What follows belongs to an exercise in optimizing a design on an open flow for small area, a short achievable clock period and few clock cycles per item; a production flow would make more cautious choices. Where RTL was checked, it was by simulation tests only, not by an equivalence proof against the original. Power and IR drop assume default switching activity.

## north
// binary_neuron
module binary_neuron (
    input  logic                    clk,
    input  logic                    reset,
    input  logic                    in_valid,
    output logic                    in_ready,
    input  logic [320:0]            in_req,
    output logic                    out_valid,
    input  logic                    out_ready,
    output logic [9:0]              out_sum
);
Settings: LEC_CHECK=0, CAP_MARGIN=20, CORE_MARGIN=2, CORE_UTILIZATION=40, CTS_BUF_LIST=sky130_fd_sc_hd__clkbuf_8, SETUP_SLACK_MARGIN=3.6, SLEW_MARGIN=20, SYNTH_HIERARCHICAL=1, SYNTH_MINIMUM_KEEP_SIZE=0; clock period 6.0 ns.
standard.sh (not shown) runs the stock make flow with config.mk's settings and CLKGATE_MAP_FILE= SYNTH_SCRIPT=/design/flow/synth_recipe.tcl, a recipe that flattens the netlist after the stock synthesis.
==> flow/flow/run.sh <==
#!/bin/bash
# The standard layout (standard.sh: ORFS synthesis to final layout), with
# two changes:
#  - the input and output ports are buffered with the smallest buffer,
#    sky130_fd_sc_hd__buf_1, instead of the cell buffer_ports picks by default
#    (clkdlybuf4s50_1); later repair steps may still resize them;
#  - clock tree synthesis adds no dummy loads to the clock tree.
set -euo pipefail
export BUFFER_PORTS_ARGS="-buffer_cell sky130_fd_sc_hd__buf_1"
export CTS_ARGS="-sink_clustering_enable -repair_clock_nets -buf_list sky130_fd_sc_hd__clkbuf_8 -dont_use_dummy_load"
bash standard.sh > standard_flow.log 2>&1
Input changes introduced in south (baseline for comparison: north):
- removing SETUP_SLACK_MARGIN (formerly 3.6)
==> comparison <==
south finished all stages; the layout is clean. Changes observed in south relative to north: sequential share of layout area climbed 2.3 points, tightest hold margin neither gained nor lost much, number of combinational gates with multiple inputs now sits at about the same level, time the worst path needs with I/O delays and setup climbed 0.094 ns, setup slack decreased by 0.094 ns relative to the old numbers. Global-route track usage on met3: south > north. After detailed routing, north needs more wire than south. Summary of the comparison: share of power burned in the clock network is lower in south, relative to north. Compared with north, south ends up with a smaller final cell area. The final reports for south and north show total power lower in the former.
--- input diff south..east ---
- an added SETUP_SLACK_MARGIN of 3.5
[summary]
Going from south to east, clock power grows by about 4%. Any difference in register area between south and east is small enough to ignore. east improves on south in maximum frequency. | worst hold slack | lower: east |. Of the two candidates, south has the better leakage power and east the worse one.
No run of this note included a check of the RTL's function; only the layout flow was run.


Another version of the RTL of binary_neuron (not shown whole).
Size in the first run: ~1200 cells after synthesis, about 240 flip-flops, about 340 I/O pins, ~0.015 mm² of cells after synthesis.
Settings: LEC_CHECK=0, CAP_MARGIN=20, CORE_MARGIN=2, CORE_UTILIZATION=40, CTS_BUF_LIST=sky130_fd_sc_hd__clkbuf_8, SLEW_MARGIN=20, SYNTH_HIERARCHICAL=1, SYNTH_MINIMUM_KEEP_SIZE=0; clock period 6.0 ns.
==> flow/flow/run.sh <==
#!/bin/bash
# The standard layout (standard.sh: ORFS synthesis to final layout), with
# two changes:
#  - the input and output ports are buffered with the smallest buffer,
#    sky130_fd_sc_hd__buf_1, instead of the cell buffer_ports picks by default
#    (clkdlybuf4s50_1); later repair steps may still resize them;
#  - clock tree synthesis adds no dummy loads to the clock tree, and groups
#    the flip-flops into clusters of up to 15 within 75 um for its leaf
#    buffers (instead of searching for a clustering itself).
set -euo pipefail
export BUFFER_PORTS_ARGS="-buffer_cell sky130_fd_sc_hd__buf_1"
export CTS_ARGS="-sink_clustering_enable -repair_clock_nets -buf_list sky130_fd_sc_hd__clkbuf_8 -dont_use_dummy_load -sink_clustering_size 15 -sink_clustering_max_diameter 75"
bash standard.sh > standard_flow.log 2>&1
The starting point ran to the end with no violations.
Testbench counts at the start, summed over its fixed seeds: cycles 3,232, items 3,200.
==> next run, changes <==
--- a/flow/flow/run.sh
+++ b/flow/flow/run.sh
@@ -10,2 +10,5 @@
 set -euo pipefail
+# keep temporary files (Yosys/ABC) inside the work folder
+export TMPDIR="$PWD/tmp"
+mkdir -p "$TMPDIR"
 export BUFFER_PORTS_ARGS="-buffer_cell sky130_fd_sc_hd__buf_1"
--- a/flow/config.mk
+++ b/flow/config.mk
@@ -9,3 +9,3 @@
 export CORE_MARGIN = 2
-export CORE_UTILIZATION = 40
+export CORE_UTILIZATION = 70
 export CTS_BUF_LIST = sky130_fd_sc_hd__clkbuf_8
The new run passed the timing, DRC and antenna checks. Synthesized area is unchanged. Non-clock buffer count is unchanged. Count of clock-buffer cells in the layout is unchanged. Wire length goes down by a few percent. Maximum frequency goes down slightly. Global-route usage goes up by 13 points. Hold slack stays flat. Design area goes down slightly. Combinational power goes up slightly. Sequential power stays flat.


Another version of the RTL of binary_neuron (not shown whole).
Size in the first run: about 1000 cells after synthesis, ~150 flip-flops.
clock: 6.0 ns
lec_check: 0
abc_clock_period_in_ps: 500
cap_margin: 20
core_margin: 2
core_utilization: 40
cts_buf_list: sky130_fd_sc_hd__clkbuf_8
slew_margin: 20
synth_hierarchical: 1
synth_minimum_keep_size: 0
==> flow/flow/run.sh <==
#!/bin/bash
# The standard layout (standard.sh: ORFS synthesis to final layout), with
# one change: the input and output ports are buffered with the smallest
# buffer, sky130_fd_sc_hd__buf_1, instead of the cell buffer_ports picks by
# default (clkdlybuf4s50_1).  Later repair steps may still resize them.
set -euo pipefail
export BUFFER_PORTS_ARGS="-buffer_cell sky130_fd_sc_hd__buf_1"
bash standard.sh > standard_flow.log 2>&1
Then changed:
--- a/flow/config.mk
+++ b/flow/config.mk
@@ -8 +7,0 @@
-export ABC_CLOCK_PERIOD_IN_PS = 500
@@ -12,0 +12,2 @@
+export CTS_CLUSTER_DIAMETER = 100
+export CTS_CLUSTER_SIZE = 30
The changed run finished with timing, DRC and antenna clean.
Setup slack stays the same.
First-iteration DRC count does not change.
Core utilization does not change.
Then changed:
--- a/flow/config.mk
+++ b/flow/config.mk
@@ -11,3 +10,0 @@
-export CTS_BUF_LIST = sky130_fd_sc_hd__clkbuf_8
-export CTS_CLUSTER_DIAMETER = 100
-export CTS_CLUSTER_SIZE = 30
What happened: Clock skew is about the same. Total power increases by 3.9%. Critical path depth is unchanged. Worst setup slack degrades by 0.031 ns. Synthesized area does not change. Via count rose by 0.51%. Cell count does not change. Sequential power stays flat. Core utilization increases by 0.63 points. Wire length rises by 0.92%. Final area goes up by 1.3%.
Then changed:
--- a/flow/config.mk
+++ b/flow/config.mk
@@ -10,0 +11 @@
+export SETUP_SLACK_MARGIN = 3.2
After rerunning: Setup slack gains 0.063 ns. Utilization goes up by 9.9 points. Non-clock buffer count goes up by 25. Count of clock-buffer cells in the layout does not change. Clock skew is about the same. Total power goes up by 4.4%. Clock power barely changes. Synthesized cell count stays the same. Global-route usage goes up by 1.0 points. Worst hold slack stays flat.
No functional check of the RTL was part of any run of this note.


build 80:
binary_neuron, a different RTL version from the one above (not shown whole).
Size: about 260 flip-flops, ~15,000 um2 of cells after synthesis.
clock: 6.0 ns
lec_check: 0
cap_margin: 20
core_margin: 2
core_utilization: 40
cts_buf_list: sky130_fd_sc_hd__clkbuf_8
slew_margin: 20
synth_hierarchical: 1
synth_minimum_keep_size: 0
==> flow/flow/run.sh <==
#!/bin/bash
# The standard layout (standard.sh: ORFS synthesis to final layout), with
# two changes:
#  - the input and output ports are buffered with the smallest buffer,
#    sky130_fd_sc_hd__buf_1, instead of the cell buffer_ports picks by default
#    (clkdlybuf4s50_1); later repair steps may still resize them;
#  - clock tree synthesis adds no dummy loads to the clock tree.
set -euo pipefail
export BUFFER_PORTS_ARGS="-buffer_cell sky130_fd_sc_hd__buf_1"
export CTS_ARGS="-sink_clustering_enable -repair_clock_nets -buf_list sky130_fd_sc_hd__clkbuf_8 -dont_use_dummy_load -sink_clustering_size 18 -sink_clustering_max_diameter 90"
bash standard.sh > standard_flow.log 2>&1
Both conditions hold for build 80: the flow ran to the end and the final layout passed the timing, DRC and antenna checks.
Testbench counts of build 80, summed over its fixed seeds: cycles 3,232, items 3,200.
What build 36 does differently from build 80 at the input level:
diff --git a/flow/flow/run.sh b/flow/flow/run.sh
--- a/flow/flow/run.sh
+++ b/flow/flow/run.sh
@@ -9,3 +9,3 @@
 export BUFFER_PORTS_ARGS="-buffer_cell sky130_fd_sc_hd__buf_1"
-export CTS_ARGS="-sink_clustering_enable -repair_clock_nets -buf_list sky130_fd_sc_hd__clkbuf_8 -dont_use_dummy_load -sink_clustering_size 18 -sink_clustering_max_diameter 90"
+export CTS_ARGS="-sink_clustering_enable -repair_clock_nets -buf_list sky130_fd_sc_hd__clkbuf_16 -dont_use_dummy_load -sink_clustering_size 25 -sink_clustering_max_diameter 100"
 bash standard.sh > standard_flow.log 2>&1
[summary]
Looking at total power, build 36 sits above build 80. Area of all placed cells without fillers, build 36 and build 80: higher on build 36. Build 80 ended up with r1_s189 as its worst setup path startpoint; build 36 ended up with r1_s193. The more densely filled core belongs to build 36, not build 80. Build 36 and build 80 ended up with nearly the same total via count after detailed routing. Re arrival time of data at the critical path endpoint: build 80 was higher than build 36.
### build 36 -> build 51
diff --git a/flow/flow/run.sh b/flow/flow/run.sh
--- a/flow/flow/run.sh
+++ b/flow/flow/run.sh
@@ -9,3 +9,3 @@
 export BUFFER_PORTS_ARGS="-buffer_cell sky130_fd_sc_hd__buf_1"
-export CTS_ARGS="-sink_clustering_enable -repair_clock_nets -buf_list sky130_fd_sc_hd__clkbuf_16 -dont_use_dummy_load -sink_clustering_size 25 -sink_clustering_max_diameter 100"
+export CTS_ARGS="-sink_clustering_enable -repair_clock_nets -buf_list sky130_fd_sc_hd__clkbuf_8 -dont_use_dummy_load -sink_buffer_max_cap_derate 0.6"
 bash standard.sh > standard_flow.log 2>&1
==> run notes <==
NOTE: power share of the clock group in build 51 exceeds that of build 36. Internal power ends up higher on build 51. Delta (build 51 minus build 36): fraction of power spent switching nets went down 0.35 points; final HPWL from detailed placement held; level count of the clock H-tree went up 1. Setup slack: build 51 more than build 36.
## Diff of input files: build 92 against build 51
diff --git a/flow/flow/run.sh b/flow/flow/run.sh
--- a/flow/flow/run.sh
+++ b/flow/flow/run.sh
@@ -9,3 +9,3 @@
 export BUFFER_PORTS_ARGS="-buffer_cell sky130_fd_sc_hd__buf_1"
-export CTS_ARGS="-sink_clustering_enable -repair_clock_nets -buf_list sky130_fd_sc_hd__clkbuf_8 -dont_use_dummy_load -sink_buffer_max_cap_derate 0.6"
+export CTS_ARGS="-sink_clustering_enable -repair_clock_nets -buf_list sky130_fd_sc_hd__clkbuf_8 -dont_use_dummy_load -sink_clustering_size 15 -sink_clustering_max_diameter 75"
 bash standard.sh > standard_flow.log 2>&1
## What came out
- met1 routed wirelength after detailed routing came out lower on build 92 than on build 51.
- Between build 51 and build 92, the data arrival time at the worst-slack endpoint does not differ in any meaningful way.
- Last element of the critical path: r2_s385 -> build 51, r2_s269 -> build 92
- Diff build 51..build 92 | average routed wire per standard cell | negligible

static timing again, ports no longer ideal:
How much do the figures lean on ideal ports? The routed layouts below were timed once more, with nothing changed but the port constraints.
Step 1 (the two cells are an assumption about what drives the block):
set clk [get_ports {clk}]
set_driving_cell -lib_cell sky130_fd_sc_hd__clkbuf_16 $clk
set_driving_cell -lib_cell sky130_fd_sc_hd__buf_2 [delete_from_list [all_inputs] $clk]
Step 2 moves the port delays by t, midway between the first and last clock arrival at a register: inputs arrive t later, outputs are due t later. That takes back most of the time a late clock gives input paths.
Three values: ideal ports, drivers, drivers and shift; two values: the first two.
run | t (ns) | setup WS [ns] | worst setup path at the end
north | 0.554 | 3.584 / 3.606 / 3.052 | input to register
south | 0.542 | 3.490 / 3.500 / 2.958 | input to register
east | 0.545 | 3.545 / 3.556 / 3.019 | input to register
the first run of note 2 | 0.550 | 3.591 / 3.599 / 3.064 | input to register
the second run of note 2 | 0.534 | 3.571 / 3.577 / 3.049 | input to register
the first run of note 3 | 0.472 | 2.965 / 2.980 / 2.509 | input to register
the second run of note 3 | 0.472 | 2.965 / 2.980 / 2.509 | input to register
the third run of note 3 | 0.450 | 2.934 / 2.954 / 2.504 | input to register
the fourth run of note 3 | 0.443 | 2.997 / 3.001 / 2.558 | input to register
build 80 | 0.564 | 3.516 / 3.516 / 3.114 | input to register
build 36 | 0.506 | 3.507 / 3.507 / 3.142 | input to register
build 51 | 0.570 | 3.534 / 3.534 / 3.095 | input to register
build 92 | 0.576 | 3.514 / 3.514 / 3.088 | input to register
After both steps setup and hold are still met in every run listed.
